Context: an optimization exercise on an open-source flow, tuned for small area, a short achievable clock period and few clock cycles per item. The choices shown serve that exercise and are no tape-out recipe. No functional check of the RTL was part of any run shown here. Power and IR drop assume default switching activity.

==> flow/design.v <==
package wtok_pkg;
  localparam int unsigned LENGTH_WIDTH_DEF = 16;
  localparam logic [31:0] FNV_BASIS = 32'h811C_9DC5;
  localparam logic [31:0] FNV_PRIME = 32'h0100_0193;
  localparam logic [7:0] CHR_NUL = 8'h00;
  localparam logic [7:0] CHR_TAB = 8'h09;
  localparam logic [7:0] CHR_LF  = 8'h0A;
  localparam logic [7:0] CHR_VT  = 8'h0B;
  localparam logic [7:0] CHR_FF  = 8'h0C;
  localparam logic [7:0] CHR_CR  = 8'h0D;
  localparam logic [7:0] CHR_SP  = 8'h20;
  localparam logic [15:0] EOS_LENGTH = 16'd4;
  localparam int unsigned QUEUE_DEPTH = 4;
  localparam int unsigned QUEUE_PTR_W = $clog2(QUEUE_DEPTH);
  localparam int unsigned QUEUE_CNT_W = $clog2(QUEUE_DEPTH + 1);
  typedef struct packed {
    logic [7:0] data_byte;
    logic       end_of_input;
  } byte_t;
  typedef struct packed {
    logic [31:0] word_hash;
    logic [15:0] word_length;
    logic        is_eos;
    logic        last;
  } token_t;
  localparam int unsigned TOKEN_W = 50;  
  localparam logic [31:0] EOS_HASH = 32'hD79C_9359;
endpackage
import wtok_pkg::*;
module wtok_room (
  input  logic [1:0] cls,
  input  logic       in_word,
  input  logic [1:0] e_pre,
  input  logic       w_own,
  input  logic       e_post,
  input  logic       take,
  output logic       ok
);
  logic       e_front;
  logic [1:0] e_pre1;
  logic       w_own1;
  logic       e_post1;
  always_comb begin
    e_front = (e_pre != 2'd0);
    e_pre1  = e_pre;
    w_own1  = w_own;
    e_post1 = e_post;
    if (take) begin
      if (e_front) begin
        e_pre1 = e_pre - 2'd1;
      end else begin
        w_own1  = 1'b0;
        e_pre1  = {1'b0, e_post};
        e_post1 = 1'b0;
      end
    end
    case (cls)
      2'd1:    ok = !w_own1;
      2'd2:    ok = in_word || (w_own1 ? !e_post1 : (e_pre1 != 2'd2));
      2'd3:    ok = 1'b1;
      default: ok = 1'b0;
    endcase
  end
endmodule
module word_tokenizer_fnv1a_hasher_top #(
  parameter int unsigned LENGTH_WIDTH = wtok_pkg::LENGTH_WIDTH_DEF
) (
  input  logic   clk,
  input  logic   rst,
  input  logic   byte_valid,
  output logic   byte_ready,
  input  wtok_pkg::byte_t  byte_data,
  output logic   token_valid,
  input  logic   token_ready,
  output wtok_pkg::token_t token_data
);
  localparam logic [1:0] C_NONE = 2'd0;
  localparam logic [1:0] C_WORD = 2'd1;
  localparam logic [1:0] C_LF   = 2'd2;
  localparam logic [1:0] C_END  = 2'd3;
  logic [1:0]  ib_cls;
  logic [7:0]  ib_byte;
  logic                    in_word;
  logic [31:0]             hash_r;
  logic [LENGTH_WIDTH-1:0] len_r;
  logic                    last_r;
  logic [1:0]  e_pre;
  logic        w_own;
  logic        e_post;
  logic        rdy_nt;
  logic        rdy_t;
  logic        e_front;
  logic        take;
  logic        ok;
  logic        hash_upd;
  logic        word_end;
  logic        byte_xfer;
  logic        in_space;
  logic [1:0]  in_cls;
  logic [31:0] hash_sel;
  logic [31:0] mix_in;
  logic [31:0] mixed;
  logic [1:0]  ib_cls_n;
  logic        in_word_n;
  logic [1:0]  e_pre_n;
  logic        w_own_n;
  logic        e_post_n;
  logic        ok_nt_n;
  logic        ok_t_n;
  assign e_front     = (e_pre != 2'd0);
  assign token_valid = e_front || w_own;
  assign take        = token_valid && token_ready;
  assign token_data.word_hash   = e_front ? EOS_HASH : hash_r;
  assign token_data.word_length = e_front ? EOS_LENGTH : 16'(len_r);
  assign token_data.is_eos      = e_front;
  assign token_data.last        = e_front || last_r;
  assign byte_ready = rdy_nt || (token_ready && rdy_t);
  assign byte_xfer  = byte_valid && byte_ready;
  wtok_room u_room (
    .cls(ib_cls), .in_word(in_word), .e_pre(e_pre), .w_own(w_own),
    .e_post(e_post), .take(take), .ok(ok)
  );
  always_comb begin
    hash_upd = (ib_cls == C_WORD) && ok;
    word_end = ok && in_word && ib_cls[1];
    in_space = (byte_data.data_byte == CHR_SP)  || (byte_data.data_byte == CHR_LF) ||
               (byte_data.data_byte == CHR_CR)  || (byte_data.data_byte == CHR_TAB) ||
               (byte_data.data_byte == CHR_VT)  || (byte_data.data_byte == CHR_FF) ||
               (byte_data.data_byte == CHR_NUL);
    if (byte_data.end_of_input)                 in_cls = C_END;
    else if (byte_data.data_byte == CHR_LF)     in_cls = C_LF;
    else if (in_space)                          in_cls = C_END;
    else                                        in_cls = C_WORD;
    if (byte_xfer)   ib_cls_n = in_cls;
    else if (ok)     ib_cls_n = C_NONE;
    else             ib_cls_n = ib_cls;
    e_pre_n   = e_pre;
    w_own_n   = w_own;
    e_post_n  = e_post;
    in_word_n = in_word;
    if (take) begin
      if (e_front) begin
        e_pre_n = e_pre - 2'd1;
      end else begin
        w_own_n  = 1'b0;
        e_pre_n  = {1'b0, e_post};
        e_post_n = 1'b0;
      end
    end
    if (ok) begin
      case (ib_cls)
        C_WORD: in_word_n = 1'b1;
        C_LF: begin
          in_word_n = 1'b0;
          if (in_word) begin
            w_own_n  = 1'b1;
            e_post_n = 1'b1;
          end else if (w_own_n) begin
            e_post_n = 1'b1;
          end else begin
            e_pre_n  = e_pre_n + 2'd1;
          end
        end
        C_END: begin
          in_word_n = 1'b0;
          if (in_word) w_own_n = 1'b1;
        end
        default: ;
      endcase
    end
    hash_sel = in_word ? hash_r : FNV_BASIS;
    mix_in   = hash_sel ^ {{24{ib_byte[7]}}, ib_byte};
  end
  fnv_mul u_mul (.x(mix_in), .y(mixed));
  wtok_room u_room_nt (
    .cls(ib_cls_n), .in_word(in_word_n), .e_pre(e_pre_n), .w_own(w_own_n),
    .e_post(e_post_n), .take(1'b0), .ok(ok_nt_n)
  );
  wtok_room u_room_t (
    .cls(ib_cls_n), .in_word(in_word_n), .e_pre(e_pre_n), .w_own(w_own_n),
    .e_post(e_post_n), .take(1'b1), .ok(ok_t_n)
  );
  always_ff @(posedge clk) begin
    if (rst) begin
      ib_cls  <= C_NONE;
      in_word <= 1'b0;
      e_pre   <= 2'd0;
      w_own   <= 1'b0;
      e_post  <= 1'b0;
      rdy_nt  <= 1'b1;
      rdy_t   <= 1'b1;
    end else begin
      ib_cls  <= ib_cls_n;
      in_word <= in_word_n;
      e_pre   <= e_pre_n;
      w_own   <= w_own_n;
      e_post  <= e_post_n;
      rdy_nt  <= (ib_cls_n == C_NONE) || ok_nt_n;
      rdy_t   <= (ib_cls_n == C_NONE) || ((e_pre_n != 2'd0 || w_own_n) && ok_t_n);
    end
  end
  always_ff @(posedge clk) begin
    if (byte_xfer) begin
      ib_byte <= byte_data.data_byte;
    end
  end
  always_ff @(posedge clk) begin
    if (hash_upd) begin
      hash_r <= mixed;
      if (!in_word) begin
        len_r <= LENGTH_WIDTH'(1);
      end else if (len_r != '1) begin
        len_r <= len_r + LENGTH_WIDTH'(1);
      end
    end
    if (word_end) begin
      last_r <= (ib_cls == C_END);
    end
  end
endmodule
module fnv_mul (
  input  logic [31:0] x,
  output logic [31:0] y
);
  logic fs0;
  logic fc0;
  logic fs1;
  logic fc1;
  logic fs2;
  logic fc2;
  logic fs3;
  logic fc3;
  logic fs4;
  logic fc4;
  logic fs5;
  logic fc5;
  logic fs6;
  logic fc6;
  logic fs7;
  logic fc7;
  logic fs8;
  logic fc8;
  logic fs9;
  logic fc9;
  logic fs10;
  logic fc10;
  logic fs11;
  logic fc11;
  logic fs12;
  logic fc12;
  logic fs13;
  logic fc13;
  logic fs14;
  logic fc14;
  logic fs15;
  logic fc15;
  logic fs16;
  logic fc16;
  logic fs17;
  logic fc17;
  logic fs18;
  logic fc18;
  logic fs19;
  logic fc19;
  logic fs20;
  logic fc20;
  logic fs21;
  logic fc21;
  logic fs22;
  logic fc22;
  logic fs23;
  logic fc23;
  logic fs24;
  logic fc24;
  logic fs25;
  logic fc25;
  logic fs26;
  logic fc26;
  logic fs27;
  logic fc27;
  logic fs28;
  logic fc28;
  logic fs29;
  logic fc29;
  logic fs30;
  logic fc30;
  logic fs31;
  logic fc31;
  logic fs32;
  logic fc32;
  logic fs33;
  logic fc33;
  logic fs34;
  logic fc34;
  logic fs35;
  logic fc35;
  logic fs36;
  logic fc36;
  logic fs37;
  logic fc37;
  logic fs38;
  logic fc38;
  logic fs39;
  logic fc39;
  logic fs40;
  logic fc40;
  logic fs41;
  logic fc41;
  logic fs42;
  logic fc42;
  logic fs43;
  logic fc43;
  logic fs44;
  logic fc44;
  logic fs45;
  logic fc45;
  logic fs46;
  logic fc46;
  logic fs47;
  logic fc47;
  logic fs48;
  logic fc48;
  logic fs49;
  logic fc49;
  logic fs50;
  logic fc50;
  logic fs51;
  logic fc51;
  logic fs52;
  logic fc52;
  logic fs53;
  logic fc53;
  logic fs54;
  logic fc54;
  logic fs55;
  logic fc55;
  logic fs56;
  logic fc56;
  logic fs57;
  logic fc57;
  logic fs58;
  logic fc58;
  logic fs59;
  logic fc59;
  logic fs60;
  logic fc60;
  logic fs61;
  logic fc61;
  logic fs62;
  logic fc62;
  logic fs63;
  logic fc63;
  logic fs64;
  logic fc64;
  logic fs65;
  logic fc65;
  logic fs66;
  logic fc66;
  logic fs67;
  logic fc67;
  logic fs68;
  logic fc68;
  logic fs69;
  logic fc69;
  logic fs70;
  logic fc70;
  logic fs71;
  logic fc71;
  logic fs72;
  logic fc72;
  logic fs73;
  logic fc73;
  logic fs74;
  logic fc74;
  logic fs75;
  logic fc75;
  logic fs76;
  logic fc76;
  logic fs77;
  logic fc77;
  logic fs78;
  logic fc78;
  logic fs79;
  logic fc79;
  logic fs80;
  logic fc80;
  logic fs81;
  logic fc81;
  logic fs82;
  logic fc82;
  logic fs83;
  logic fc83;
  logic fs84;
  logic fc84;
  logic [31:0] ra, rb;
  assign fs0 = x[4] ^ x[3] ^ x[0];
  assign fc0 = (x[4] & x[3]) | (x[4] & x[0]) | (x[3] & x[0]);
  assign fs1 = x[5] ^ x[4] ^ x[1];
  assign fc1 = (x[5] & x[4]) | (x[5] & x[1]) | (x[4] & x[1]);
  assign fs2 = x[6] ^ x[5] ^ x[2];
  assign fc2 = (x[6] & x[5]) | (x[6] & x[2]) | (x[5] & x[2]);
  assign fs3 = x[7] ^ x[6] ^ x[3];
  assign fc3 = (x[7] & x[6]) | (x[7] & x[3]) | (x[6] & x[3]);
  assign fs4 = x[0] ^ fc2 ^ fs3;
  assign fc4 = (x[0] & fc2) | (x[0] & fs3) | (fc2 & fs3);
  assign fs5 = x[8] ^ x[7] ^ x[4];
  assign fc5 = (x[8] & x[7]) | (x[8] & x[4]) | (x[7] & x[4]);
  assign fs6 = x[1] ^ x[0] ^ fc3;
  assign fc6 = (x[1] & x[0]) | (x[1] & fc3) | (x[0] & fc3);
  assign fs7 = fs5 ^ fc4 ^ fs6;
  assign fc7 = (fs5 & fc4) | (fs5 & fs6) | (fc4 & fs6);
  assign fs8 = x[9] ^ x[8] ^ x[5];
  assign fc8 = (x[9] & x[8]) | (x[9] & x[5]) | (x[8] & x[5]);
  assign fs9 = x[2] ^ x[1] ^ fc5;
  assign fc9 = (x[2] & x[1]) | (x[2] & fc5) | (x[1] & fc5);
  assign fs10 = fs8 ^ fc6 ^ fs9;
  assign fc10 = (fs8 & fc6) | (fs8 & fs9) | (fc6 & fs9);
  assign fs11 = x[10] ^ x[9] ^ x[6];
  assign fc11 = (x[10] & x[9]) | (x[10] & x[6]) | (x[9] & x[6]);
  assign fs12 = x[3] ^ x[2] ^ fc8;
  assign fc12 = (x[3] & x[2]) | (x[3] & fc8) | (x[2] & fc8);
  assign fs13 = fs11 ^ fc9 ^ fs12;
  assign fc13 = (fs11 & fc9) | (fs11 & fs12) | (fc9 & fs12);
  assign fs14 = x[11] ^ x[10] ^ x[7];
  assign fc14 = (x[11] & x[10]) | (x[11] & x[7]) | (x[10] & x[7]);
  assign fs15 = x[4] ^ x[3] ^ fc11;
  assign fc15 = (x[4] & x[3]) | (x[4] & fc11) | (x[3] & fc11);
  assign fs16 = fs14 ^ fc12 ^ fs15;
  assign fc16 = (fs14 & fc12) | (fs14 & fs15) | (fc12 & fs15);
  assign fs17 = x[12] ^ x[11] ^ x[8];
  assign fc17 = (x[12] & x[11]) | (x[12] & x[8]) | (x[11] & x[8]);
  assign fs18 = x[5] ^ x[4] ^ fc14;
  assign fc18 = (x[5] & x[4]) | (x[5] & fc14) | (x[4] & fc14);
  assign fs19 = fs17 ^ fc15 ^ fs18;
  assign fc19 = (fs17 & fc15) | (fs17 & fs18) | (fc15 & fs18);
  assign fs20 = x[13] ^ x[12] ^ x[9];
  assign fc20 = (x[13] & x[12]) | (x[13] & x[9]) | (x[12] & x[9]);
  assign fs21 = x[6] ^ x[5] ^ fc17;
  assign fc21 = (x[6] & x[5]) | (x[6] & fc17) | (x[5] & fc17);
  assign fs22 = fs20 ^ fc18 ^ fs21;
  assign fc22 = (fs20 & fc18) | (fs20 & fs21) | (fc18 & fs21);
  assign fs23 = x[14] ^ x[13] ^ x[10];
  assign fc23 = (x[14] & x[13]) | (x[14] & x[10]) | (x[13] & x[10]);
  assign fs24 = x[7] ^ x[6] ^ fc20;
  assign fc24 = (x[7] & x[6]) | (x[7] & fc20) | (x[6] & fc20);
  assign fs25 = fs23 ^ fc21 ^ fs24;
  assign fc25 = (fs23 & fc21) | (fs23 & fs24) | (fc21 & fs24);
  assign fs26 = x[15] ^ x[14] ^ x[11];
  assign fc26 = (x[15] & x[14]) | (x[15] & x[11]) | (x[14] & x[11]);
  assign fs27 = x[8] ^ x[7] ^ fc23;
  assign fc27 = (x[8] & x[7]) | (x[8] & fc23) | (x[7] & fc23);
  assign fs28 = fs26 ^ fc24 ^ fs27;
  assign fc28 = (fs26 & fc24) | (fs26 & fs27) | (fc24 & fs27);
  assign fs29 = x[16] ^ x[15] ^ x[12];
  assign fc29 = (x[16] & x[15]) | (x[16] & x[12]) | (x[15] & x[12]);
  assign fs30 = x[9] ^ x[8] ^ fc26;
  assign fc30 = (x[9] & x[8]) | (x[9] & fc26) | (x[8] & fc26);
  assign fs31 = fs29 ^ fc27 ^ fs30;
  assign fc31 = (fs29 & fc27) | (fs29 & fs30) | (fc27 & fs30);
  assign fs32 = x[17] ^ x[16] ^ x[13];
  assign fc32 = (x[17] & x[16]) | (x[17] & x[13]) | (x[16] & x[13]);
  assign fs33 = x[10] ^ x[9] ^ fc29;
  assign fc33 = (x[10] & x[9]) | (x[10] & fc29) | (x[9] & fc29);
  assign fs34 = fs32 ^ fc30 ^ fs33;
  assign fc34 = (fs32 & fc30) | (fs32 & fs33) | (fc30 & fs33);
  assign fs35 = x[18] ^ x[17] ^ x[14];
  assign fc35 = (x[18] & x[17]) | (x[18] & x[14]) | (x[17] & x[14]);
  assign fs36 = x[11] ^ x[10] ^ fc32;
  assign fc36 = (x[11] & x[10]) | (x[11] & fc32) | (x[10] & fc32);
  assign fs37 = fs35 ^ fc33 ^ fs36;
  assign fc37 = (fs35 & fc33) | (fs35 & fs36) | (fc33 & fs36);
  assign fs38 = x[19] ^ x[18] ^ x[15];
  assign fc38 = (x[19] & x[18]) | (x[19] & x[15]) | (x[18] & x[15]);
  assign fs39 = x[12] ^ x[11] ^ fc35;
  assign fc39 = (x[12] & x[11]) | (x[12] & fc35) | (x[11] & fc35);
  assign fs40 = fs38 ^ fc36 ^ fs39;
  assign fc40 = (fs38 & fc36) | (fs38 & fs39) | (fc36 & fs39);
  assign fs41 = x[20] ^ x[19] ^ x[16];
  assign fc41 = (x[20] & x[19]) | (x[20] & x[16]) | (x[19] & x[16]);
  assign fs42 = x[13] ^ x[12] ^ fc38;
  assign fc42 = (x[13] & x[12]) | (x[13] & fc38) | (x[12] & fc38);
  assign fs43 = fs41 ^ fc39 ^ fs42;
  assign fc43 = (fs41 & fc39) | (fs41 & fs42) | (fc39 & fs42);
  assign fs44 = x[21] ^ x[20] ^ x[17];
  assign fc44 = (x[21] & x[20]) | (x[21] & x[17]) | (x[20] & x[17]);
  assign fs45 = x[14] ^ x[13] ^ fc41;
  assign fc45 = (x[14] & x[13]) | (x[14] & fc41) | (x[13] & fc41);
  assign fs46 = fs44 ^ fc42 ^ fs45;
  assign fc46 = (fs44 & fc42) | (fs44 & fs45) | (fc42 & fs45);
  assign fs47 = x[22] ^ x[21] ^ x[18];
  assign fc47 = (x[22] & x[21]) | (x[22] & x[18]) | (x[21] & x[18]);
  assign fs48 = x[15] ^ x[14] ^ fc44;
  assign fc48 = (x[15] & x[14]) | (x[15] & fc44) | (x[14] & fc44);
  assign fs49 = fs47 ^ fc45 ^ fs48;
  assign fc49 = (fs47 & fc45) | (fs47 & fs48) | (fc45 & fs48);
  assign fs50 = x[23] ^ x[22] ^ x[19];
  assign fc50 = (x[23] & x[22]) | (x[23] & x[19]) | (x[22] & x[19]);
  assign fs51 = x[16] ^ x[15] ^ fc47;
  assign fc51 = (x[16] & x[15]) | (x[16] & fc47) | (x[15] & fc47);
  assign fs52 = fs50 ^ fc48 ^ fs51;
  assign fc52 = (fs50 & fc48) | (fs50 & fs51) | (fc48 & fs51);
  assign fs53 = x[24] ^ x[23] ^ x[20];
  assign fc53 = (x[24] & x[23]) | (x[24] & x[20]) | (x[23] & x[20]);
  assign fs54 = x[17] ^ x[16] ^ x[0];
  assign fc54 = (x[17] & x[16]) | (x[17] & x[0]) | (x[16] & x[0]);
  assign fs55 = fc50 ^ fs53 ^ fs54;
  assign fc55 = (fc50 & fs53) | (fc50 & fs54) | (fs53 & fs54);
  assign fs56 = fc51 ^ fs55 ^ fc52;
  assign fc56 = (fc51 & fs55) | (fc51 & fc52) | (fs55 & fc52);
  assign fs57 = x[25] ^ x[24] ^ x[21];
  assign fc57 = (x[25] & x[24]) | (x[25] & x[21]) | (x[24] & x[21]);
  assign fs58 = x[18] ^ x[17] ^ x[1];
  assign fc58 = (x[18] & x[17]) | (x[18] & x[1]) | (x[17] & x[1]);
  assign fs59 = fc53 ^ fc54 ^ fs57;
  assign fc59 = (fc53 & fc54) | (fc53 & fs57) | (fc54 & fs57);
  assign fs60 = fs58 ^ fc55 ^ fs59;
  assign fc60 = (fs58 & fc55) | (fs58 & fs59) | (fc55 & fs59);
  assign fs61 = x[26] ^ x[25] ^ x[22];
  assign fc61 = (x[26] & x[25]) | (x[26] & x[22]) | (x[25] & x[22]);
  assign fs62 = x[19] ^ x[18] ^ x[2];
  assign fc62 = (x[19] & x[18]) | (x[19] & x[2]) | (x[18] & x[2]);
  assign fs63 = fc57 ^ fc58 ^ fs61;
  assign fc63 = (fc57 & fc58) | (fc57 & fs61) | (fc58 & fs61);
  assign fs64 = fs62 ^ fc59 ^ fs63;
  assign fc64 = (fs62 & fc59) | (fs62 & fs63) | (fc59 & fs63);
  assign fs65 = x[27] ^ x[26] ^ x[23];
  assign fc65 = (x[27] & x[26]) | (x[27] & x[23]) | (x[26] & x[23]);
  assign fs66 = x[20] ^ x[19] ^ x[3];
  assign fc66 = (x[20] & x[19]) | (x[20] & x[3]) | (x[19] & x[3]);
  assign fs67 = fc61 ^ fc62 ^ fs65;
  assign fc67 = (fc61 & fc62) | (fc61 & fs65) | (fc62 & fs65);
  assign fs68 = fs66 ^ fc63 ^ fs67;
  assign fc68 = (fs66 & fc63) | (fs66 & fs67) | (fc63 & fs67);
  assign fs69 = x[28] ^ x[27] ^ x[24];
  assign fc69 = (x[28] & x[27]) | (x[28] & x[24]) | (x[27] & x[24]);
  assign fs70 = x[21] ^ x[20] ^ x[4];
  assign fc70 = (x[21] & x[20]) | (x[21] & x[4]) | (x[20] & x[4]);
  assign fs71 = fc65 ^ fc66 ^ fs69;
  assign fc71 = (fc65 & fc66) | (fc65 & fs69) | (fc66 & fs69);
  assign fs72 = fs70 ^ fc67 ^ fs71;
  assign fc72 = (fs70 & fc67) | (fs70 & fs71) | (fc67 & fs71);
  assign fs73 = x[29] ^ x[28] ^ x[25];
  assign fc73 = (x[29] & x[28]) | (x[29] & x[25]) | (x[28] & x[25]);
  assign fs74 = x[22] ^ x[21] ^ x[5];
  assign fc74 = (x[22] & x[21]) | (x[22] & x[5]) | (x[21] & x[5]);
  assign fs75 = fc69 ^ fc70 ^ fs73;
  assign fc75 = (fc69 & fc70) | (fc69 & fs73) | (fc70 & fs73);
  assign fs76 = fs74 ^ fc71 ^ fs75;
  assign fc76 = (fs74 & fc71) | (fs74 & fs75) | (fc71 & fs75);
  assign fs77 = x[30] ^ x[29] ^ x[26];
  assign fc77 = (x[30] & x[29]) | (x[30] & x[26]) | (x[29] & x[26]);
  assign fs78 = x[23] ^ x[22] ^ x[6];
  assign fc78 = (x[23] & x[22]) | (x[23] & x[6]) | (x[22] & x[6]);
  assign fs79 = fc73 ^ fc74 ^ fs77;
  assign fc79 = (fc73 & fc74) | (fc73 & fs77) | (fc74 & fs77);
  assign fs80 = fs78 ^ fc75 ^ fs79;
  assign fc80 = (fs78 & fc75) | (fs78 & fs79) | (fc75 & fs79);
  assign fs81 = x[31] ^ x[30] ^ x[27];
  assign fc81 = (x[31] & x[30]) | (x[31] & x[27]) | (x[30] & x[27]);
  assign fs82 = x[24] ^ x[23] ^ x[7];
  assign fc82 = (x[24] & x[23]) | (x[24] & x[7]) | (x[23] & x[7]);
  assign fs83 = fc77 ^ fc78 ^ fs81;
  assign fc83 = (fc77 & fc78) | (fc77 & fs81) | (fc78 & fs81);
  assign fs84 = fs82 ^ fc79 ^ fs83;
  assign fc84 = (fs82 & fc79) | (fs82 & fs83) | (fc79 & fs83);
  assign ra[0] = x[0];
  assign rb[0] = 1'b0;
  assign ra[1] = x[1];
  assign rb[1] = x[0];
  assign ra[2] = x[2];
  assign rb[2] = x[1];
  assign ra[3] = x[3];
  assign rb[3] = x[2];
  assign ra[4] = fs0;
  assign rb[4] = 1'b0;
  assign ra[5] = fc0;
  assign rb[5] = fs1;
  assign ra[6] = fc1;
  assign rb[6] = fs2;
  assign ra[7] = fs4;
  assign rb[7] = 1'b0;
  assign ra[8] = fs7;
  assign rb[8] = 1'b0;
  assign ra[9] = fc7;
  assign rb[9] = fs10;
  assign ra[10] = fc10;
  assign rb[10] = fs13;
  assign ra[11] = fc13;
  assign rb[11] = fs16;
  assign ra[12] = fc16;
  assign rb[12] = fs19;
  assign ra[13] = fc19;
  assign rb[13] = fs22;
  assign ra[14] = fc22;
  assign rb[14] = fs25;
  assign ra[15] = fc25;
  assign rb[15] = fs28;
  assign ra[16] = fc28;
  assign rb[16] = fs31;
  assign ra[17] = fc31;
  assign rb[17] = fs34;
  assign ra[18] = fc34;
  assign rb[18] = fs37;
  assign ra[19] = fc37;
  assign rb[19] = fs40;
  assign ra[20] = fc40;
  assign rb[20] = fs43;
  assign ra[21] = fc43;
  assign rb[21] = fs46;
  assign ra[22] = fc46;
  assign rb[22] = fs49;
  assign ra[23] = fc49;
  assign rb[23] = fs52;
  assign ra[24] = fs56;
  assign rb[24] = 1'b0;
  assign ra[25] = fs60;
  assign rb[25] = fc56;
  assign ra[26] = fc60;
  assign rb[26] = fs64;
  assign ra[27] = fc64;
  assign rb[27] = fs68;
  assign ra[28] = fc68;
  assign rb[28] = fs72;
  assign ra[29] = fc72;
  assign rb[29] = fs76;
  assign ra[30] = fc76;
  assign rb[30] = fs80;
  assign ra[31] = fc80;
  assign rb[31] = fs84;
  logic [31:0] g0, p0;
  assign g0 = ra & rb;
  assign p0 = ra ^ rb;
  logic gL0_1, pL0_1;
  assign gL0_1 = g0[1] | (p0[1] & g0[0]);
  assign pL0_1 = p0[1] & p0[0];
  logic gL0_3, pL0_3;
  assign gL0_3 = g0[3] | (p0[3] & g0[2]);
  assign pL0_3 = p0[3] & p0[2];
  logic gL0_5, pL0_5;
  assign gL0_5 = g0[5] | (p0[5] & g0[4]);
  assign pL0_5 = p0[5] & p0[4];
  logic gL0_7, pL0_7;
  assign gL0_7 = g0[7] | (p0[7] & g0[6]);
  assign pL0_7 = p0[7] & p0[6];
  logic gL0_9, pL0_9;
  assign gL0_9 = g0[9] | (p0[9] & g0[8]);
  assign pL0_9 = p0[9] & p0[8];
  logic gL0_11, pL0_11;
  assign gL0_11 = g0[11] | (p0[11] & g0[10]);
  assign pL0_11 = p0[11] & p0[10];
  logic gL0_13, pL0_13;
  assign gL0_13 = g0[13] | (p0[13] & g0[12]);
  assign pL0_13 = p0[13] & p0[12];
  logic gL0_15, pL0_15;
  assign gL0_15 = g0[15] | (p0[15] & g0[14]);
  assign pL0_15 = p0[15] & p0[14];
  logic gL0_17, pL0_17;
  assign gL0_17 = g0[17] | (p0[17] & g0[16]);
  assign pL0_17 = p0[17] & p0[16];
  logic gL0_19, pL0_19;
  assign gL0_19 = g0[19] | (p0[19] & g0[18]);
  assign pL0_19 = p0[19] & p0[18];
  logic gL0_21, pL0_21;
  assign gL0_21 = g0[21] | (p0[21] & g0[20]);
  assign pL0_21 = p0[21] & p0[20];
  logic gL0_23, pL0_23;
  assign gL0_23 = g0[23] | (p0[23] & g0[22]);
  assign pL0_23 = p0[23] & p0[22];
  logic gL0_25, pL0_25;
  assign gL0_25 = g0[25] | (p0[25] & g0[24]);
  assign pL0_25 = p0[25] & p0[24];
  logic gL0_27, pL0_27;
  assign gL0_27 = g0[27] | (p0[27] & g0[26]);
  assign pL0_27 = p0[27] & p0[26];
  logic gL0_29, pL0_29;
  assign gL0_29 = g0[29] | (p0[29] & g0[28]);
  assign pL0_29 = p0[29] & p0[28];
  logic gL0_31, pL0_31;
  assign gL0_31 = g0[31] | (p0[31] & g0[30]);
  assign pL0_31 = p0[31] & p0[30];
  logic gL1_2, pL1_2;
  assign gL1_2 = g0[2] | (p0[2] & gL0_1);
  assign pL1_2 = p0[2] & pL0_1;
  logic gL1_3, pL1_3;
  assign gL1_3 = gL0_3 | (pL0_3 & gL0_1);
  assign pL1_3 = pL0_3 & pL0_1;
  logic gL1_6, pL1_6;
  assign gL1_6 = g0[6] | (p0[6] & gL0_5);
  assign pL1_6 = p0[6] & pL0_5;
  logic gL1_7, pL1_7;
  assign gL1_7 = gL0_7 | (pL0_7 & gL0_5);
  assign pL1_7 = pL0_7 & pL0_5;
  logic gL1_10, pL1_10;
  assign gL1_10 = g0[10] | (p0[10] & gL0_9);
  assign pL1_10 = p0[10] & pL0_9;
  logic gL1_11, pL1_11;
  assign gL1_11 = gL0_11 | (pL0_11 & gL0_9);
  assign pL1_11 = pL0_11 & pL0_9;
  logic gL1_14, pL1_14;
  assign gL1_14 = g0[14] | (p0[14] & gL0_13);
  assign pL1_14 = p0[14] & pL0_13;
  logic gL1_15, pL1_15;
  assign gL1_15 = gL0_15 | (pL0_15 & gL0_13);
  assign pL1_15 = pL0_15 & pL0_13;
  logic gL1_18, pL1_18;
  assign gL1_18 = g0[18] | (p0[18] & gL0_17);
  assign pL1_18 = p0[18] & pL0_17;
  logic gL1_19, pL1_19;
  assign gL1_19 = gL0_19 | (pL0_19 & gL0_17);
  assign pL1_19 = pL0_19 & pL0_17;
  logic gL1_22, pL1_22;
  assign gL1_22 = g0[22] | (p0[22] & gL0_21);
  assign pL1_22 = p0[22] & pL0_21;
  logic gL1_23, pL1_23;
  assign gL1_23 = gL0_23 | (pL0_23 & gL0_21);
  assign pL1_23 = pL0_23 & pL0_21;
  logic gL1_26, pL1_26;
  assign gL1_26 = g0[26] | (p0[26] & gL0_25);
  assign pL1_26 = p0[26] & pL0_25;
  logic gL1_27, pL1_27;
  assign gL1_27 = gL0_27 | (pL0_27 & gL0_25);
  assign pL1_27 = pL0_27 & pL0_25;
  logic gL1_30, pL1_30;
  assign gL1_30 = g0[30] | (p0[30] & gL0_29);
  assign pL1_30 = p0[30] & pL0_29;
  logic gL1_31, pL1_31;
  assign gL1_31 = gL0_31 | (pL0_31 & gL0_29);
  assign pL1_31 = pL0_31 & pL0_29;
  logic gL2_4, pL2_4;
  assign gL2_4 = g0[4] | (p0[4] & gL1_3);
  assign pL2_4 = p0[4] & pL1_3;
  logic gL2_5, pL2_5;
  assign gL2_5 = gL0_5 | (pL0_5 & gL1_3);
  assign pL2_5 = pL0_5 & pL1_3;
  logic gL2_6, pL2_6;
  assign gL2_6 = gL1_6 | (pL1_6 & gL1_3);
  assign pL2_6 = pL1_6 & pL1_3;
  logic gL2_7, pL2_7;
  assign gL2_7 = gL1_7 | (pL1_7 & gL1_3);
  assign pL2_7 = pL1_7 & pL1_3;
  logic gL2_12, pL2_12;
  assign gL2_12 = g0[12] | (p0[12] & gL1_11);
  assign pL2_12 = p0[12] & pL1_11;
  logic gL2_13, pL2_13;
  assign gL2_13 = gL0_13 | (pL0_13 & gL1_11);
  assign pL2_13 = pL0_13 & pL1_11;
  logic gL2_14, pL2_14;
  assign gL2_14 = gL1_14 | (pL1_14 & gL1_11);
  assign pL2_14 = pL1_14 & pL1_11;
  logic gL2_15, pL2_15;
  assign gL2_15 = gL1_15 | (pL1_15 & gL1_11);
  assign pL2_15 = pL1_15 & pL1_11;
  logic gL2_20, pL2_20;
  assign gL2_20 = g0[20] | (p0[20] & gL1_19);
  assign pL2_20 = p0[20] & pL1_19;
  logic gL2_21, pL2_21;
  assign gL2_21 = gL0_21 | (pL0_21 & gL1_19);
  assign pL2_21 = pL0_21 & pL1_19;
  logic gL2_22, pL2_22;
  assign gL2_22 = gL1_22 | (pL1_22 & gL1_19);
  assign pL2_22 = pL1_22 & pL1_19;
  logic gL2_23, pL2_23;
  assign gL2_23 = gL1_23 | (pL1_23 & gL1_19);
  assign pL2_23 = pL1_23 & pL1_19;
  logic gL2_28, pL2_28;
  assign gL2_28 = g0[28] | (p0[28] & gL1_27);
  assign pL2_28 = p0[28] & pL1_27;
  logic gL2_29, pL2_29;
  assign gL2_29 = gL0_29 | (pL0_29 & gL1_27);
  assign pL2_29 = pL0_29 & pL1_27;
  logic gL2_30, pL2_30;
  assign gL2_30 = gL1_30 | (pL1_30 & gL1_27);
  assign pL2_30 = pL1_30 & pL1_27;
  logic gL2_31, pL2_31;
  assign gL2_31 = gL1_31 | (pL1_31 & gL1_27);
  assign pL2_31 = pL1_31 & pL1_27;
  logic gL3_8, pL3_8;
  assign gL3_8 = g0[8] | (p0[8] & gL2_7);
  assign pL3_8 = p0[8] & pL2_7;
  logic gL3_9, pL3_9;
  assign gL3_9 = gL0_9 | (pL0_9 & gL2_7);
  assign pL3_9 = pL0_9 & pL2_7;
  logic gL3_10, pL3_10;
  assign gL3_10 = gL1_10 | (pL1_10 & gL2_7);
  assign pL3_10 = pL1_10 & pL2_7;
  logic gL3_11, pL3_11;
  assign gL3_11 = gL1_11 | (pL1_11 & gL2_7);
  assign pL3_11 = pL1_11 & pL2_7;
  logic gL3_12, pL3_12;
  assign gL3_12 = gL2_12 | (pL2_12 & gL2_7);
  assign pL3_12 = pL2_12 & pL2_7;
  logic gL3_13, pL3_13;
  assign gL3_13 = gL2_13 | (pL2_13 & gL2_7);
  assign pL3_13 = pL2_13 & pL2_7;
  logic gL3_14, pL3_14;
  assign gL3_14 = gL2_14 | (pL2_14 & gL2_7);
  assign pL3_14 = pL2_14 & pL2_7;
  logic gL3_15, pL3_15;
  assign gL3_15 = gL2_15 | (pL2_15 & gL2_7);
  assign pL3_15 = pL2_15 & pL2_7;
  logic gL3_24, pL3_24;
  assign gL3_24 = g0[24] | (p0[24] & gL2_23);
  assign pL3_24 = p0[24] & pL2_23;
  logic gL3_25, pL3_25;
  assign gL3_25 = gL0_25 | (pL0_25 & gL2_23);
  assign pL3_25 = pL0_25 & pL2_23;
  logic gL3_26, pL3_26;
  assign gL3_26 = gL1_26 | (pL1_26 & gL2_23);
  assign pL3_26 = pL1_26 & pL2_23;
  logic gL3_27, pL3_27;
  assign gL3_27 = gL1_27 | (pL1_27 & gL2_23);
  assign pL3_27 = pL1_27 & pL2_23;
  logic gL3_28, pL3_28;
  assign gL3_28 = gL2_28 | (pL2_28 & gL2_23);
  assign pL3_28 = pL2_28 & pL2_23;
  logic gL3_29, pL3_29;
  assign gL3_29 = gL2_29 | (pL2_29 & gL2_23);
  assign pL3_29 = pL2_29 & pL2_23;
  logic gL3_30, pL3_30;
  assign gL3_30 = gL2_30 | (pL2_30 & gL2_23);
  assign pL3_30 = pL2_30 & pL2_23;
  logic gL3_31, pL3_31;
  assign gL3_31 = gL2_31 | (pL2_31 & gL2_23);
  assign pL3_31 = pL2_31 & pL2_23;
  logic gL4_16, pL4_16;
  assign gL4_16 = g0[16] | (p0[16] & gL3_15);
  assign pL4_16 = p0[16] & pL3_15;
  logic gL4_17, pL4_17;
  assign gL4_17 = gL0_17 | (pL0_17 & gL3_15);
  assign pL4_17 = pL0_17 & pL3_15;
  logic gL4_18, pL4_18;
  assign gL4_18 = gL1_18 | (pL1_18 & gL3_15);
  assign pL4_18 = pL1_18 & pL3_15;
  logic gL4_19, pL4_19;
  assign gL4_19 = gL1_19 | (pL1_19 & gL3_15);
  assign pL4_19 = pL1_19 & pL3_15;
  logic gL4_20, pL4_20;
  assign gL4_20 = gL2_20 | (pL2_20 & gL3_15);
  assign pL4_20 = pL2_20 & pL3_15;
  logic gL4_21, pL4_21;
  assign gL4_21 = gL2_21 | (pL2_21 & gL3_15);
  assign pL4_21 = pL2_21 & pL3_15;
  logic gL4_22, pL4_22;
  assign gL4_22 = gL2_22 | (pL2_22 & gL3_15);
  assign pL4_22 = pL2_22 & pL3_15;
  logic gL4_23, pL4_23;
  assign gL4_23 = gL2_23 | (pL2_23 & gL3_15);
  assign pL4_23 = pL2_23 & pL3_15;
  logic gL4_24, pL4_24;
  assign gL4_24 = gL3_24 | (pL3_24 & gL3_15);
  assign pL4_24 = pL3_24 & pL3_15;
  logic gL4_25, pL4_25;
  assign gL4_25 = gL3_25 | (pL3_25 & gL3_15);
  assign pL4_25 = pL3_25 & pL3_15;
  logic gL4_26, pL4_26;
  assign gL4_26 = gL3_26 | (pL3_26 & gL3_15);
  assign pL4_26 = pL3_26 & pL3_15;
  logic gL4_27, pL4_27;
  assign gL4_27 = gL3_27 | (pL3_27 & gL3_15);
  assign pL4_27 = pL3_27 & pL3_15;
  logic gL4_28, pL4_28;
  assign gL4_28 = gL3_28 | (pL3_28 & gL3_15);
  assign pL4_28 = pL3_28 & pL3_15;
  logic gL4_29, pL4_29;
  assign gL4_29 = gL3_29 | (pL3_29 & gL3_15);
  assign pL4_29 = pL3_29 & pL3_15;
  logic gL4_30, pL4_30;
  assign gL4_30 = gL3_30 | (pL3_30 & gL3_15);
  assign pL4_30 = pL3_30 & pL3_15;
  logic gL4_31, pL4_31;
  assign gL4_31 = gL3_31 | (pL3_31 & gL3_15);
  assign pL4_31 = pL3_31 & pL3_15;
  assign y[0] = p0[0];
  assign y[1] = p0[1] ^ g0[0];
  assign y[2] = p0[2] ^ gL0_1;
  assign y[3] = p0[3] ^ gL1_2;
  assign y[4] = p0[4] ^ gL1_3;
  assign y[5] = p0[5] ^ gL2_4;
  assign y[6] = p0[6] ^ gL2_5;
  assign y[7] = p0[7] ^ gL2_6;
  assign y[8] = p0[8] ^ gL2_7;
  assign y[9] = p0[9] ^ gL3_8;
  assign y[10] = p0[10] ^ gL3_9;
  assign y[11] = p0[11] ^ gL3_10;
  assign y[12] = p0[12] ^ gL3_11;
  assign y[13] = p0[13] ^ gL3_12;
  assign y[14] = p0[14] ^ gL3_13;
  assign y[15] = p0[15] ^ gL3_14;
  assign y[16] = p0[16] ^ gL3_15;
  assign y[17] = p0[17] ^ gL4_16;
  assign y[18] = p0[18] ^ gL4_17;
  assign y[19] = p0[19] ^ gL4_18;
  assign y[20] = p0[20] ^ gL4_19;
  assign y[21] = p0[21] ^ gL4_20;
  assign y[22] = p0[22] ^ gL4_21;
  assign y[23] = p0[23] ^ gL4_22;
  assign y[24] = p0[24] ^ gL4_23;
  assign y[25] = p0[25] ^ gL4_24;
  assign y[26] = p0[26] ^ gL4_25;
  assign y[27] = p0[27] ^ gL4_26;
  assign y[28] = p0[28] ^ gL4_27;
  assign y[29] = p0[29] ^ gL4_28;
  assign y[30] = p0[30] ^ gL4_29;
  assign y[31] = p0[31] ^ gL4_30;
endmodule
==> flow/run.sh <==
#!/bin/bash
# synth_recipe.tcl (not shown) runs the flow's synth.tcl, then flattens the netlist and writes it again
# the make line also repeats each setting of config.mk as NAME=value (left out here)
make -C /OpenROAD-flow-scripts/flow DESIGN_CONFIG=/design/flow/config.mk WORK_HOME=/design/flow/orfs CLKGATE_MAP_FILE= SYNTH_SCRIPT=/design/flow/synth_recipe.tcl finish
==> flow/config.mk <==
export PLATFORM = sky130hd
export DESIGN_NAME = word_tokenizer_fnv1a_hasher_top
export DESIGN_NICKNAME = word_tokenizer_fnv1a_hasher_top
export VERILOG_FILES = /design/flow/design.v
export SDC_FILE = /design/flow/constraint.sdc
export NUM_CORES = 4
export LEC_CHECK = 0
export ABC_CLOCK_PERIOD_IN_PS = 3500
export CAP_MARGIN = 20
export CORE_MARGIN = 2
export CORE_UTILIZATION = 40
export SETUP_SLACK_MARGIN = 3.0
export SLEW_MARGIN = 20
==> flow/constraint.sdc <==
create_clock -name core_clock -period 6.5 [get_ports {clk}]
set_input_delay 1.3000 -clock core_clock [delete_from_list [all_inputs] [get_ports {clk}]]
set_output_delay 1.3000 -clock core_clock [all_outputs]
set_load 0.01 [all_outputs]
==> results of run 1 <==
state kept, by name (all words and copies together) (netlist names):
register and count:
rdy_t 1, w_own 1, hash_r 32, len_r 16
e_pre 2, last_r 1, ib_cls 2, ib_byte 8
in_word 1, e_post 1, rdy_nt 1
routing by layer:
metal  vias up  wire length, microns  share of wire  track usage
met5         -                     0              0            0
met4         0                   259          0.015       0.0538
met3        21                   709          0.041       0.0368
met2       115                  9070           0.52        0.355
met1      2441                  7330           0.42        0.262
li1       2327                     -              -            -
cell families after synthesis:
family                   count (synthesis)  synth area share
multiplexers                             1           0.00170
XOR/XNOR                                76             0.101
AND/OR/NAND/NOR                        199             0.161
flip-flops                              66             0.286
adder cells (fa/ha/maj)                114             0.310
buffers and inverters                  136            0.0777
AO/OA/AOI/OAI                           63            0.0637
critical path: stages, from the launching register on:
cell      delay, ns
dfxtp_4        0.40
buf_6          0.15
buf_16         0.15
nand2b_4       0.09
xor2_4         0.20
buf_4          0.14
fa_2           0.33
inv_2          0.07
fa_1           0.40
fa_1           0.51
inv_1          0.07
ha_4           0.24
a21oi_4        0.17
o21ai_2        0.09
a311oi_2       0.27
nor2_2         0.08
a211oi_4       0.28
buf_4          0.17
o211ai_1       0.11
buf_4          0.15
xor2_1         0.13
area by class of cell:
class | count | share of cell area
Clock inverter | 6 | 0.0125
Timing Repair Buffer | 132 | 0.139
Multi-Input combinational cell | 454 | 0.542
Clock buffer | 10 | 0.0248
Inverter | 113 | 0.0467
Sequential cell | 66 | 0.205
Tap cell | 220 | 0.0298
worst max-delay path by stage:
stage                           from         end  slack (ns)  cells after the start
after floorplan           ib_byte[7]  hash_r[31]        2.31                     17
after global placement       in_word  hash_r[31]        1.33                     16
after detailed placement     in_word  hash_r[31]        1.26                     16
after CTS                    in_word  hash_r[31]        2.01                     18
after global routing      ib_byte[7]  hash_r[29]        1.86                     17
final                        in_word  hash_r[29]        2.03                     20
cells in the final DEF (no fill, tap or decap), types with 13 or more instances in the layout:
| cell | netlist | layout |
|---|---|---|
| or3_1 | 23 | 22 |
| clkdlybuf4s50_1 | 0 | 62 |
| inv_2 | 0 | 18 |
| nor2_1 | 27 | 22 |
| inv_1 | 113 | 92 |
| buf_4 | 1 | 51 |
| xor2_1 | 32 | 16 |
| nand2_1 | 42 | 36 |
| xnor2_1 | 44 | 32 |
| ha_1 | 31 | 18 |
| fa_1 | 83 | 72 |
| edfxtp_1 | 57 | 57 |
| nand2b_1 | 19 | 13 |
| and2_1 | 48 | 48 |
stage by stage:
step | total power, mW | utilization | hold slack [ns]
floorplan | 3.42 | - | 0.463
global placement | 4.14 | 0.482 | 0.484
detailed placement | 4.21 | 0.482 | 0.494
CTS | 5.43 | 0.546 | 0.504
global route | 6.23 | 0.563 | 0.546
finish | 5.76 | 0.563 | 0.503
timing repair:
item	CTS	global route
setup buffers	42	18
endpoints found under the setup margin	58	25
pin swaps	36	24
cloned	2	0
resized for setup	62	30
where the power goes:
part / internal [mW] / switching, mW / leakage [nW] / total [mW]
sequential: 0.773 / 0.0690 / 0.612 / 0.842
clock: 0.376 / 0.202 / 0.163 / 0.578
combinational: 2.23 / 2.11 / 3.00 / 4.34
==> impl_metrics.ini, run 1 <==
[run_status]
outcome = complete, no violations

[clock_network]
clockRootBuffer = clkbuf_16
htree_num_levels = 3
cts_buffers = 9
path_clk_slew_ns = 0.06
clock_sinks = 66
clk_path_buf_depth = 2
cts_hold_buf = 0
cts_tree = done
insertion_delay_ns = 0.35

[timing]
final.period_utilization = 0.687
rsz0062_at_grt = true
fin_skew_ns = 0.00726
fmax_ghz = 0.224
setup_violations = 0
hold_viol_final = 0
setup_ws_ns = 2.03
slew_viol_final = 0
slew_headroom = 0.492
worst_slew_pin_slew_ns = 0.761
fin_tns_setup_ns = 0
period_minus_slack_ns = 4.47

[layout]
multiInputGateArea_sq_um = 5010
antennaDiodeCount = 0
drive_above_1_share = 0.262
final-seq-area_sq_um = 1900
instances_no_fill = 1001
nets = 903
final_cell_area_sq_um = 9240
n_fill_cell = 1363
area_growth_pct = 39.6

[synth]
post-synth-top-count-cell = inv_1
synth.top_cells.by_count = inv_1, fa_1, edfxtp_1
netlist_area_sq_um = 6620
syn_area_per_cell_sq_um = 10.1
synth_top_area_frac = 0.259
ys_seq_elements = 66
synth_ff_type = edfxtp_1
netlist-cell-type-count = 45
synth.area.top_cells = edfxtp_1, fa_1, inv_1, ha_1, xnor2_1
synth_edf_count = 57
syn_inst = 655
ys_async_sr_fraction = 0
syn-num-nets = 782
ys_seq_area_frac = 0.286
ys_warn_count = 2
yosysTopAreaCell = edfxtp_1

[routing]
drtAntennaViolNets = 0
drtPass1Iterations = 6
dr.first_iter.drc_count = 239
drc = 0
wl_per_cell_microns = 17.4
routed_wl_mm = 17.4
via_per_inst = 4.90
dr_total_vias = 4904

[worst_setup_path]
crit_path_max_fanout = 6
critPathRequiredTime_ns = 6.60
reg2reg_depth = 20
cp-end-kind = flip-flop
regToRegStartpoint = in_word
start_kind = flip-flop
arrival_ns = 4.56
r2r_end = hash_r[29]
path_class = reg -> reg
rrSetupSlack_ns = 2.03

[job]
drv_cap = 0

[place]
gp_congestion = 0.899
dpl_cell_area_sq_um = 7910
io_buffers = 64
place_worst_setup_slack_ns = 1.26
hpwl_mm = 12.3
place_inst = 923

[pwr]
p_leak_nw = 3.77
ir_drop_uv = 331
power.density_nw_per_um2 = 624

[floorplanning]
core_area_sq_um = 16400
die_w_microns = 133
io_pins = 65
dieArea_sq_um = 17600
start_util = 0.404
rows = 47
dieHeight_microns = 133

[grt]
grt.overflow.total = 0
grt_pass1_vias = 5173
track_usage = 0.203
antenna_found_initial = 0
grt_pass1_wl_mm = 27.6
grt_start_max_net_pins = 33

[worst_hold_path]
hold_class = reg -> reg
hold_start = e_post
holdPathEnd = e_post
whs_path_depth = 2
==> run 2, diff against run 1 <==
--- a/flow/config.mk
+++ b/flow/config.mk
@@ -5,9 +5,7 @@
 export SDC_FILE = /design/flow/constraint.sdc
 export NUM_CORES = 4
 export LEC_CHECK = 0
-export ABC_CLOCK_PERIOD_IN_PS = 3500
 export CAP_MARGIN = 20
 export CORE_MARGIN = 2
 export CORE_UTILIZATION = 40
-export SETUP_SLACK_MARGIN = 3.0
 export SLEW_MARGIN = 20
==> run 2 against run 1 <==
Effect of this change:
- via count down 6.0%
- clock power is 16% lower
- hold slack improved by 0.014 ns
- total power is 23% lower
- area after synthesis stayed put
- critical path depth down 4
- flip-flop and latch count unchanged
- global-route usage down 1.5 points
- sequential share of layout area is 3.7 points higher
- worst setup slack lost 0.89 ns
- design area shrank 15%
- cell count down 5.9%
- largest power group unchanged
==> impl_metrics.ini, run 2 <==
[run_status]
outcome = complete, no violations

[place]
place_worst_setup_slack_ns = 1.20
hpwl_mm = 12.1
place_inst = 926
gp_congestion = 0.853
io_buffers = 64
dpl_cell_area_sq_um = 7530

[worst_hold_path]
hold_class = reg -> reg
hold_start = e_post

[timing]
fin_hold_ws_ns = 0.517
slew_viol_final = 0
fin_skew_ns = 0.00798
period_minus_slack_ns = 5.35
fin_tns_setup_ns = 0
worst_slew_pin_slew_ns = 0.791
fmax_ghz = 0.187
setup_violations = 0
slew_headroom = 0.473
rsz0062_at_grt = false
hold_viol_final = 0
setup_ws_ns = 1.15
final.period_utilization = 0.823

[clock_network]
cts_tree = done
clk_path_buf_depth = 2
htree_num_levels = 3
path_clk_slew_ns = 0.06
cts_hold_buf = 0
insertion_delay_ns = 0.34
cts_setup_buffers = 0
cts_buffers = 9
ctsResizeCount = 0
clockRootBuffer = clkbuf_16
clock_sinks = 66

[layout]
reg_top3 = hash_r: 32 flops, len_r: 16 flops, ib_byte: 8 flops
nets = 844
mostFrequentLayoutCells = inv_1, fa_1, clkdlybuf4s50_1
area_growth_pct = 18.1
regMostFlops = hash_r
mostFrequentLayoutCell = inv_1
final_cell_area_sq_um = 7820
antennaDiodeCount = 0
final_util = 0.477
instances_no_fill = 942
drive_above_1_share = 0.0416
largest_reg_flops = 32

[worst_setup_path]
regToRegStartpoint = ib_byte[7]
critPathRequiredTime_ns = 6.59
crit_path_max_fanout = 16
arrival_ns = 5.44
cp-end-kind = flip-flop
start_kind = flip-flop
critical_path.startpoint = ib_byte[7]
path_class = reg -> reg

[pwr]
ir_drop_uv = 390
power.density_nw_per_um2 = 567
p_leak_nw = 3.24
total_power_mw = 4.44

[synth]
ys_seq_elements = 66
synth_top_family_by_area = adder cells
syn_inst = 655
ys_warn_count = 2
synth-adder-area-share = 0.310
synth-compound-area-share = 0.0637
ys_async_sr_fraction = 0
syn_area_per_cell_sq_um = 10.1
synth.area.top_cells = edfxtp_1, fa_1, inv_1, ha_1, xnor2_1
yosysTopAreaCell = edfxtp_1
netlist_area_sq_um = 6620
post-synth-top-count-cell = inv_1
yosys.area_share.simple = 0.161
synth_edf_count = 57
ys_seq_area_frac = 0.286
netlist-cell-type-count = 45
synth_ff_type = edfxtp_1
syn-num-nets = 782
synthMuxAreaShare = 0.00170
synth-xor-area-share = 0.101
synth_top_area_frac = 0.259
synth.top_cells.by_count = inv_1, fa_1, edfxtp_1

[floorplanning]
core_area_sq_um = 16400
dieHeight_microns = 133
dieArea_sq_um = 17600
rows = 47
start_util = 0.404
die_w_microns = 133
io_pins = 65

[routing]
via_per_inst = 4.90
drc = 0
wl_per_cell_microns = 16.4
dr_total_vias = 4612
drtPass1Iterations = 4
routed_wl_mm = 15.5
dr.first_iter.drc_count = 230
drtAntennaViolNets = 0

[grt]
grt.overflow.total = 0
grt_pass1_vias = 5027
antenna_found_initial = 1
track_usage = 0.188
grt_start_max_net_pins = 33
grt_pass1_wl_mm = 25.7

[job]
drv_cap = 0
run 2: logic make-up (layout without fill, tap and decap cells):
logic type / after synthesis / after routing
DFF: 66 / 66
AOI/OAI and AO/OA: 63 / 63
buffers and inverters: 136 / 203
adders and majority gates: 114 / 114
muxes: 1 / 1
and+or+nand+nor: 199 / 199
xor gates and xnor gates: 76 / 76
run 2: layer usage:
metal / GRT usage / part of all wire / vias up
li1: - / - / 2211
met1: 0.246 / 0.45 / 2287
met2: 0.322 / 0.49 / 95
met3: 0.0299 / 0.041 / 19
met4: 0.0573 / 0.017 / 0
met5: 0 / 0 / -
run 2: path summary, 6_finish.rpt:
path	to	slack [ns]	depth (start not counted)
min reg2reg	e_post	0.52	2
min	e_post	0.52	2
max reg2reg	hash_r[31]	1.15	16
max	hash_r[31]	1.15	16
run 2: layout make-up:
type,count,area [sq um]
Clock buffer,11,233
Clock inverter,5,55.1
Fill cell,1524,8590
Inverter,113,424
Multi-Input combinational cell,453,4230
Sequential cell,66,1890
Tap cell,220,275
Timing Repair Buffer,74,716
run 2: critical path: stages (launching register included):
cell and delay, ns:
edfxtp_1 0.86, xor2_1 0.47, inv_1 0.25, fa_1 0.46, inv_1 0.09, fa_1 0.39, inv_1 0.08, fa_1 0.42
ha_1 0.33, o21ai_0 0.21, a22oi_1 0.13, o21a_1 0.19, a22o_1 0.35, a211oi_4 0.33, o21ai_1 0.15, o41ai_2 0.27
xnor2_1 0.11
run 2: power breakdown:
| group | total (mW) | leakage [nW] | switching (mW) | internal, mW |
|---|---|---|---|---|
| clock | 0.485 | 0.136 | 0.190 | 0.296 |
| sequential | 0.845 | 0.611 | 0.0712 | 0.774 |
| combinational | 3.11 | 2.49 | 1.67 | 1.44 |
==> run 3, diff against run 2 <==
--- a/flow/config.mk
+++ b/flow/config.mk
@@ -8,4 +8,5 @@
 export CAP_MARGIN = 20
 export CORE_MARGIN = 2
 export CORE_UTILIZATION = 40
+export SETUP_SLACK_MARGIN = 1.5
 export SLEW_MARGIN = 20
==> run 3 against run 2 <==
Effect of this change:
- still clean
- die area stayed put
- non-clock buffer count is 10 higher
- sequential power hardly changed
==> impl_metrics.ini, run 3 <==
[grt]
grtUsageMet2 = 0.325
track_usage = 0.189
grt.overflow.total = 0
met3_usage = 0.0299
grt_pass1_vias = 5060
grt.busiest_layer = met2
antenna_found_initial = 1
grt_start_max_net_pins = 33
grt_pass1_wl_mm = 25.9
met1_usage = 0.247

[timing]
final.period_utilization = 0.736
period_minus_slack_ns = 4.79
slew_viol_final = 0
fmax_ghz = 0.209
rsz0062_at_grt = false
hold_viol_final = 0
setup_violations = 0
fin_skew_ns = 0.00861
worst_slew_pin_slew_ns = 0.740
setup_ws_ns = 1.71
fin_tns_setup_ns = 0
slew_headroom = 0.505

[worst_setup_path]
start_kind = flip-flop
slowest_delay_ns = 0.49
r2r_end = hash_r[31]
crit_chain = buf_4, xor2_4, inv_2, fa_1, inv_1, fa_1, inv_1, fa_1, ha_1, o21ai_0, a22oi_1, o21a_1, a22o_2, a211oi_4, o21ai_1, o41ai_2, xnor2_1
cp.depth = 17
reg2reg_depth = 17
crit_path_max_fanout = 5
critPathRequiredTime_ns = 6.59
rrSetupSlack_ns = 1.71
cp_slowest_cell = edfxtp_1
arrival_ns = 4.87
cp-end-kind = flip-flop
cp_top_family = compound AO/OA/AOI/OAI gates
path_common_cell = fa_1
path_buf_inv = 4
regToRegStartpoint = ib_byte[7]
path_class = reg -> reg

[worst_hold_path]
hold_start = e_post
hold_class = reg -> reg
whs_path_depth = 2
holdPathEnd = e_post

[synth]
syn_inst = 655
ys_seq_elements = 66
synth.top_cells.by_count = inv_1, fa_1, edfxtp_1
yosysTopAreaCell = edfxtp_1
ys_seq_area_frac = 0.286
synthMuxAreaShare = 0.00170
synth-compound-area-share = 0.0637
synth.area.top_cells = edfxtp_1, fa_1, inv_1, ha_1, xnor2_1
synth_ff_type = edfxtp_1
post-synth-top-count-cell = inv_1
syn-num-nets = 782
syn_area_per_cell_sq_um = 10.1
netlist_area_sq_um = 6620
synth_top_area_frac = 0.259
netlist-cell-type-count = 45
ys_async_sr_fraction = 0
synth_top_family_by_area = adder cells
yosys.area_share.simple = 0.161
ys_warn_count = 2
synth-xor-area-share = 0.101
synth_edf_count = 57
synth-adder-area-share = 0.310

[run_status]
outcome = complete, no violations

[layout]
mostFrequentLayoutCell = inv_1
nets = 854
area_growth_pct = 23.1
instances_no_fill = 952
antennaDiodeCount = 0
n_fill_cell = 1490
final_cell_area_sq_um = 8150
mostFrequentLayoutCells = inv_1, fa_1, clkdlybuf4s50_1
regMostFlops = hash_r
reg_top3 = hash_r: 32 flops, len_r: 16 flops, ib_byte: 8 flops
largest_reg_flops = 32
drive_above_1_share = 0.0956

[clock_network]
clockRootBuffer = clkbuf_16
cts_buffers = 9
clk_path_buf_depth = 2
insertion_delay_ns = 0.35
cts_tree = done
path_clk_slew_ns = 0.06
htree_num_levels = 3
clock_sinks = 66

[pwr]
total_power_mw = 4.54
ir_drop_uv = 394
power.density_nw_per_um2 = 556
p_leak_nw = 3.36

[place]
place_worst_setup_slack_ns = 1.20
io_buffers = 64
gp_congestion = 0.853
hpwl_mm = 12.1
place_inst = 926
dpl_cell_area_sq_um = 7530

[job]
drv_cap = 0

[routing]
drtAntennaViolNets = 0
via_per_inst = 4.91
drtPass1Iterations = 4
wl_per_cell_microns = 16.6
dr_total_vias = 4671
dr.first_iter.drc_count = 253
drc = 0
routed_wl_mm = 15.8

[floorplanning]
die_w_microns = 133
io_pins = 65
dieArea_sq_um = 17600
core_area_sq_um = 16400
dieHeight_microns = 133
start_util = 0.404
rows = 47
-- run 3: final cells by class --
type	count	area, sq um	area share
inverters	113	428	0.0525
clock buffers	11	233	0.0285
multi-input cells	453	4470	0.548
repair buffers	84	795	0.0975
clock inverters	5	55.1	0.00675
well taps	220	275	0.0338
flip-flops and latches	66	1900	0.233
-- run 3: logic make-up (layout without fill, tap and decap cells) --
logic type      count (synthesis)  in the layout
simple gates                  199            199
buf+inv                       136            213
flops                          66             66
xor+xnor                       76             76
mux                             1              1
compound gates                 63             63
fa+ha+maj                     114            114
-- run 3: worst max path at each step --
stage                    start    endpoint  slack, ns
floorplan              in_word  hash_r[31]       1.61
global placement    ib_byte[7]  hash_r[31]       1.34
detailed placement  ib_byte[7]  hash_r[31]       1.20
CTS                 ib_byte[7]  hash_r[31]       1.50
global route           in_word  hash_r[31]       1.47
finish              ib_byte[7]  hash_r[31]       1.71
-- run 3: layer usage --
metal	share of wire	up-vias
met3	0.043	19
met4	0.017	0
met1	0.43	2317
met5	0	-
li1	-	2225
met2	0.51	110
-- run 3: power by group --
| part | internal, mW | total, mW | switching, mW | leakage (nW) |
|---|---|---|---|---|
| registers | 0.773 | 0.842 | 0.0682 | 0.611 |
| clock network | 0.296 | 0.488 | 0.192 | 0.136 |
| logic | 1.49 | 3.21 | 1.72 | 2.61 |
-- run 3: what timing repair did --
item                       CTS  global route
pin swaps                    0             2
setup buffers                2             8
hold buffers                 0             0
setup endpoints to repair   13            10
resized for setup            9            32
cloned                       0             0
-- run 3: metrics by stage --
| step | hold slack, ns | util |
|---|---|---|
| floorplan | 0.463 | - |
| CTS | 0.508 | 0.481 |
| finish | 0.508 | 0.497 |
| global placement | 0.488 | 0.459 |
| detailed placement | 0.500 | 0.459 |
| global route | 0.537 | 0.497 |
-- run 3: worst reg2reg max path, delay by kind of cell, from the launching register on --
kind	cells	cell delay (ns)
AO/OA/AOI/OAI	7	1.63
adder cells (fa/ha/maj)	4	1.58
buffers and inverters	4	0.51
flip-flops	1	0.49
XOR/XNOR	2	0.36
==> run 4, diff against run 3 <==
--- a/flow/config.mk
+++ b/flow/config.mk
@@ -8,5 +8,5 @@
 export CAP_MARGIN = 20
 export CORE_MARGIN = 2
 export CORE_UTILIZATION = 40
-export SETUP_SLACK_MARGIN = 1.5
+export SETUP_SLACK_MARGIN = 1.0
 export SLEW_MARGIN = 20
==> run 4 against run 3 <==
Effect of this change:
- worst setup slack lost 0.31 ns
- highest routed layer unchanged
- non-clock buffer count is 4 lower
- largest power group unchanged
- clock skew shrank 0.0017 ns
- core utilization decreased by 1.6 points
- critical path type unchanged
==> impl_metrics.ini, run 4 <==
[run_status]
outcome = complete, no violations

[floorplanning]
die_w_microns = 133
core_area_sq_um = 16400
io_pins = 65
rows = 47
dieHeight_microns = 133
dieArea_sq_um = 17600
start_util = 0.404

[routing]
drt-met1-wl_mm = 6.89
via_per_inst = 4.89
routed_wl_mm = 15.5
dr.first_iter.drc_count = 253
wl_per_cell_microns = 16.4
met2_length_mm = 7.68
drtPass1Iterations = 4
drc = 0
drtAntennaViolNets = 0
highest_layer = met4
wl_met3_microns = 683
dr_total_vias = 4633

[timing]
period_minus_slack_ns = 5.10
fin_tns_setup_ns = 0
worst_slew_pin_slew_ns = 0.739
final.period_utilization = 0.785
fin_skew_ns = 0.00690
setup_violations = 0
slew_headroom = 0.504
slew_viol_final = 0
hold_viol_final = 0
rsz0062_at_grt = false
fmax_ghz = 0.196

[layout]
nets = 850
mostFrequentLayoutCells = inv_1, fa_1, clkdlybuf4s50_1
antennaDiodeCount = 0
reg_top3 = hash_r: 32 flops, len_r: 16 flops, ib_byte: 8 flops
mostFrequentLayoutCell = inv_1
largest_reg_flops = 32
final_util = 0.480
drive_above_1_share = 0.0536
regMostFlops = hash_r
area_growth_pct = 19.0

[synth]
synth_edf_count = 57
synth_ff_type = edfxtp_1
synth.top_cells.by_count = inv_1, fa_1, edfxtp_1
ys_warn_count = 2
ys_seq_elements = 66
ys_async_sr_fraction = 0
post-synth-top-count-cell = inv_1
syn_inst = 655
synth.area.top_cells = edfxtp_1, fa_1, inv_1, ha_1, xnor2_1
netlist-cell-type-count = 45
syn-num-nets = 782
synth_top_area_frac = 0.259
ys_seq_area_frac = 0.286
netlist_area_sq_um = 6620
syn_area_per_cell_sq_um = 10.1
yosysTopAreaCell = edfxtp_1

[worst_setup_path]
start_kind = flip-flop
cp-end-kind = flip-flop
arrival_ns = 5.19
rrSetupSlack_ns = 1.40
path_class = reg -> reg
critPathRequiredTime_ns = 6.59
crit_path_max_fanout = 17

[pwr]
p_leak_nw = 3.27
ir_drop_uv = 385
power.density_nw_per_um2 = 562

[grt]
grt_pass1_wl_mm = 25.7
grt_start_max_net_pins = 33
grt.overflow.total = 0
antenna_found_initial = 1
track_usage = 0.188
grt_pass1_vias = 5027

[job]
drv_cap = 0

[place]
io_buffers = 64
hpwl_mm = 12.1
gp_congestion = 0.853

[clock_network]
clk_path_buf_depth = 2
insertion_delay_ns = 0.34
cts_buffers = 9
path_clk_slew_ns = 0.06
htree_num_levels = 3
clock_sinks = 66
cts_hold_buf = 0
clockRootBuffer = clkbuf_16
cts_tree = done

[worst_hold_path]
hold_class = reg -> reg
-- run 4: cell counts after synthesis --
Identical to the previous run, type by type.
-- run 4: report_power, final --
part,total (mW),internal (mW),switching [mW]
Combinational,3.10,1.44,1.66
Sequential,0.843,0.774,0.0689
Clock,0.485,0.296,0.189
Total,4.43,2.51,1.92
-- run 4: worst max-delay path, cell delays in order (launching register included) --
cell and delay (ns):
dfxtp_2 0.55, buf_4 0.22, nand2b_1 0.07, xor2_1 0.45, inv_1 0.19, fa_1 0.44
fa_1 0.40, fa_1 0.51, inv_1 0.05, ha_1 0.33, nand3_1 0.15, a21boi_0 0.15
a311oi_1 0.35, nor2_1 0.13, a211oi_4 0.31, o21ai_1 0.15, o41ai_2 0.27, xnor2_1 0.11
-- run 4: metal layers --
layer | vias up | track usage
li1 | 2221 | -
met1 | 2276 | 0.246
met2 | 117 | 0.322
met3 | 19 | 0.0299
met4 | 0 | 0.0573
met5 | - | 0
-- run 4: timing repair --
action,4_1_cts,5_1_grt
gates resized for setup,0,3
endpoints found under the setup margin,0,6
setup buffers,0,6
-- run 4: cells by family (layout without fill, tap and decap cells) --
logic type,count (synthesis),in the layout,synth area share
simple gates,199,199,0.161
buf+inv,136,209,0.0777
fa+ha+maj,114,114,0.310
xor+xnor,76,76,0.101
flops,66,66,0.286
compound gates,63,63,0.0637
mux,1,1,0.00170
-- run 4: final cells by class --
cell class / instances / area, sq um
multi-input combinational: 453 / 4240
timing repair buffer: 80 / 761
fill: 1517 / 8520
tap: 220 / 275
inverter: 113 / 424
clock buffer: 11 / 233
sequential: 66 / 1890
clock inverter: 5 / 55.1
-- run 4: final timing paths --
| path | startpoint | end | cells after the start |
|---|---|---|---|
| max | in_word | hash_r[31] | 17 |
| min | e_post | e_post | 2 |
| min reg2reg | e_post | e_post | 2 |
| max reg2reg | in_word | hash_r[31] | 17 |
-- run 4: through the flow --
stage,instances,cell area (sq um),worst slack [ns],hold slack [ns],power [mW]
after floorplan,655,6620,1.61,0.463,3.15
after global placement,926,7530,1.34,0.488,3.90
after detailed placement,926,7530,1.20,0.500,3.94
after CTS,942,7820,1.15,0.508,4.48
after global routing,948,7880,1.00,0.537,4.90
final,948,7880,1.40,0.508,4.43

[separate check: timing with driven ports]
Ports are ideal in the flow. The routed layouts listed here were re-timed in OpenROAD. Step 1, drivers: a clkbuf_16 drives clk and a buf_2 each remaining input, both assumed. Step 2 also shifts input and output timing later by t, the mid clock arrival at the registers, as if the neighbouring blocks saw the same clock. a / b / c = no drivers / after step 1 / after step 2; a / b = the first two.
run | shift t [ns] | slack for setup (ns) | worst register clock-pin slew, ns | pins driven straight from the clock port
run 1 | 0.387 | 2.034 / 2.034 / 2.034 | 0.06 / 0.06 | 1
run 2 | 0.381 | 1.148 / 1.148 / 1.148 | 0.06 / 0.06 | 1
run 3 | 0.383 | 1.715 / 1.715 / 1.715 | 0.06 / 0.06 | 1
run 4 | 0.381 | 1.401 / 1.401 / 1.401 | 0.06 / 0.06 | 1
After both steps every run listed still meets setup and hold.
